Context: an optimization exercise on an open-source flow, tuned for small area, a short achievable clock period and few clock cycles per item. The choices shown serve that exercise and are no tape-out recipe.
In this exercise RTL edits were held to simulation tests only and were not proved equivalent to the original.
Power and IR drop assume default switching activity.

==> flow/design.v (excerpt) <==
module card_shoe (
	input  logic       clk,
	input  logic       arst_n,
	input  logic       start,
	output logic       busy,
	input  logic [1:0] req_op,
	input  logic [30:0] req_random,
	output logic       done,
	output logic       rsp_card_valid,
	output logic [3:0] rsp_card_rank,
	output logic [1:0] rsp_card_suit,
	output logic [8:0] rsp_cards_left,
	output logic       rsp_reshuffle_needed,
	output logic       rsp_shuffle_busy,
	input  logic       cfg_we,
	input  logic       cfg_index,
	input  logic [8:0] cfg_data
);
Settings: LEC_CHECK=0, CAP_MARGIN=20, CELL_PAD_IN_SITES_DETAIL_PLACEMENT=1, CELL_PAD_IN_SITES_GLOBAL_PLACEMENT=1, CORE_MARGIN=2, CORE_UTILIZATION=30, CTS_CLUSTER_DIAMETER=100, CTS_CLUSTER_SIZE=20, PLACE_DENSITY=0.5, SLEW_MARGIN=20, SYNTH_HIERARCHICAL=1; clock period 10.0 ns.
standard.sh (not shown) runs the stock make flow with config.mk's settings and CLKGATE_MAP_FILE= SYNTH_SCRIPT=/design/flow/synth_recipe.tcl, a recipe that flattens the netlist after the stock synthesis.
==> flow/flow/run.sh <==
#!/bin/bash
# Layout flow: the standard ORFS flow (standard.sh, standard synthesis unchanged,
# same clock period and constraints), with two changes to how the layout is made:
#  - the port buffers are plain buffers (sky130_fd_sc_hd__buf_4) instead of the delay
#    cell buffer_ports picks by default; every port still gets its buffer;
#  - repair_timing is asked for 6.2 ns of setup slack, so it sizes and buffers the
#    paths longer than 3.8 ns instead of stopping at the 10 ns clock.
# The full output of the run goes to flow_run.log in the work folder; ORFS keeps each
# step's own log under orfs/logs/.
set -euo pipefail
export BUFFER_PORTS_ARGS="-buffer_cell sky130_fd_sc_hd__buf_4"
export SETUP_SLACK_MARGIN=6.2
bash standard.sh finish > flow_run.log 2>&1
The first run went through all stages and came out clean.
Testbench counts at the start, summed over its fixed seeds: cycles 10,852, requests 10,252.
==> next run, changes <==
Settings changed: CTS_CLUSTER_DIAMETER 100 to 130.
Outcome:
- combinational power barely changes
- worst hold slack gets better by 0.0062 ns
- final cell count hardly moves


== job 101 ==
Another version of the RTL of card_shoe (not shown whole).
Size in the first run: about 16,000 cells after synthesis, ~3,500 flip-flops.
// card_shoe
module card_shoe (
	input  logic       clk,
	input  logic       arst_n,
	input  logic       start,
	output logic       busy,
	input  logic [1:0] req_op,
	input  logic [30:0] req_random,
	output logic       done,
	output logic       rsp_card_valid,
	output logic [3:0] rsp_card_rank,
	output logic [1:0] rsp_card_suit,
	output logic [8:0] rsp_cards_left,
	output logic       rsp_reshuffle_needed,
	output logic       rsp_shuffle_busy,
	input  logic       cfg_we,
	input  logic       cfg_index,
	input  logic [8:0] cfg_data
);
	csd_pkg::req_t req;
	csd_pkg::rsp_t rsp;
	assign req.op           = req_op;
	assign req.random_value = req_random;
	card_shoe_shuffle_deal u_core (
		.clk       (clk),
		.arst_n    (arst_n),
		.start     (start),
		.busy      (busy),
		.req       (req),
		.done      (done),
		.rsp       (rsp),
		.cfg_we    (cfg_we),
		.cfg_index (cfg_index),
		.cfg_data  (cfg_data)
	);
	assign rsp_card_valid       = rsp.card_valid;
	assign rsp_card_rank        = rsp.card_rank;
	assign rsp_card_suit        = rsp.card_suit;
	assign rsp_cards_left       = rsp.cards_left;
	assign rsp_reshuffle_needed = rsp.reshuffle_needed;
	assign rsp_shuffle_busy     = rsp.shuffle_busy;
endmodule
clock: 10.0 ns
lec_check: 0
cap_margin: 20
cell_pad_in_sites_detail_placement: 1
cell_pad_in_sites_global_placement: 1
core_margin: 2
core_utilization: 30
cts_cluster_diameter: 130
cts_cluster_size: 20
place_density: 0.5
slew_margin: 20
synth_hierarchical: 1
==> flow/flow/run.sh <==
#!/bin/bash
# Layout flow: the standard ORFS flow (standard.sh, standard synthesis unchanged,
# same clock period and constraints), with two changes to how the layout is made:
#  - the port buffers are plain buffers (sky130_fd_sc_hd__buf_4) instead of the delay
#    cell buffer_ports picks by default; every port still gets its buffer;
#  - repair_timing is asked for 6.5 ns of setup slack, so it sizes and buffers the
#    paths longer than 3.5 ns instead of stopping at the 10 ns clock.
# The full output of the run goes to flow_run.log in the work folder; ORFS keeps each
# step's own log under orfs/logs/.
set -euo pipefail
export BUFFER_PORTS_ARGS="-buffer_cell sky130_fd_sc_hd__buf_4"
export SETUP_SLACK_MARGIN=6.5
bash standard.sh finish > flow_run.log 2>&1
Job 101 completed every stage of the flow, and the final layout passed the timing, design-rule and antenna checks.
Testbench counts of job 101, summed over its fixed seeds: cycles 10,852, requests 10,252.
Here is what was changed in the inputs of job 102 compared with job 101.
diff --git a/flow/flow/run.sh b/flow/flow/run.sh
--- a/flow/flow/run.sh
+++ b/flow/flow/run.sh
@@ -5,4 +5,4 @@
 #    cell buffer_ports picks by default; every port still gets its buffer;
-#  - repair_timing is asked for 6.5 ns of setup slack, so it sizes and buffers the
-#    paths longer than 3.5 ns instead of stopping at the 10 ns clock.
+#  - repair_timing is asked for 6.2 ns of setup slack, so it sizes and buffers the
+#    paths longer than 3.8 ns instead of stopping at the 10 ns clock.
 # The full output of the run goes to flow_run.log in the work folder; ORFS keeps each
@@ -11,3 +11,3 @@
 export BUFFER_PORTS_ARGS="-buffer_cell sky130_fd_sc_hd__buf_4"
-export SETUP_SLACK_MARGIN=6.5
+export SETUP_SLACK_MARGIN=6.2
 bash standard.sh finish > flow_run.log 2>&1
Findings:
- Job 101 has lower hold slack than job 102.
- Between job 101 and job 102, the global-route usage figures differ only marginally.
- Cmp job 102 and job 101 / delay of the slowest critical-path stage / higher: job 102

[what the ideal ports hide]
No port has a modelled driver above. Below, the same layouts with a new extraction and two added sets of constraints. Step 1: set_driving_cell puts a clkbuf_16 on clk and a buf_2 on each other input, an assumption about the parent block. Step 2 also shifts input and output timing later by t, the mid clock arrival at the registers, as if the neighbouring blocks saw the same clock. Slacks: no drivers / after step 1 / after step 2; pairs: no drivers / after step 1.
run	shift t [ns]	setup slack, ns	worst data-port slew with drivers (ns)
the first run of note 1	1.110	6.375 / 6.276 / 5.862	0.12
the second run of note 1	1.105	6.355 / 6.257 / 5.871	0.12
job 101	1.086	6.437 / 6.313 / 5.744	0.08
job 102	1.096	6.372 / 6.252 / 5.697	0.17
After both steps setup and hold are still met in every run listed. The setup slack of job 101, which loses most, moves by -0.124 ns with the drivers and by -0.693 ns with both steps.
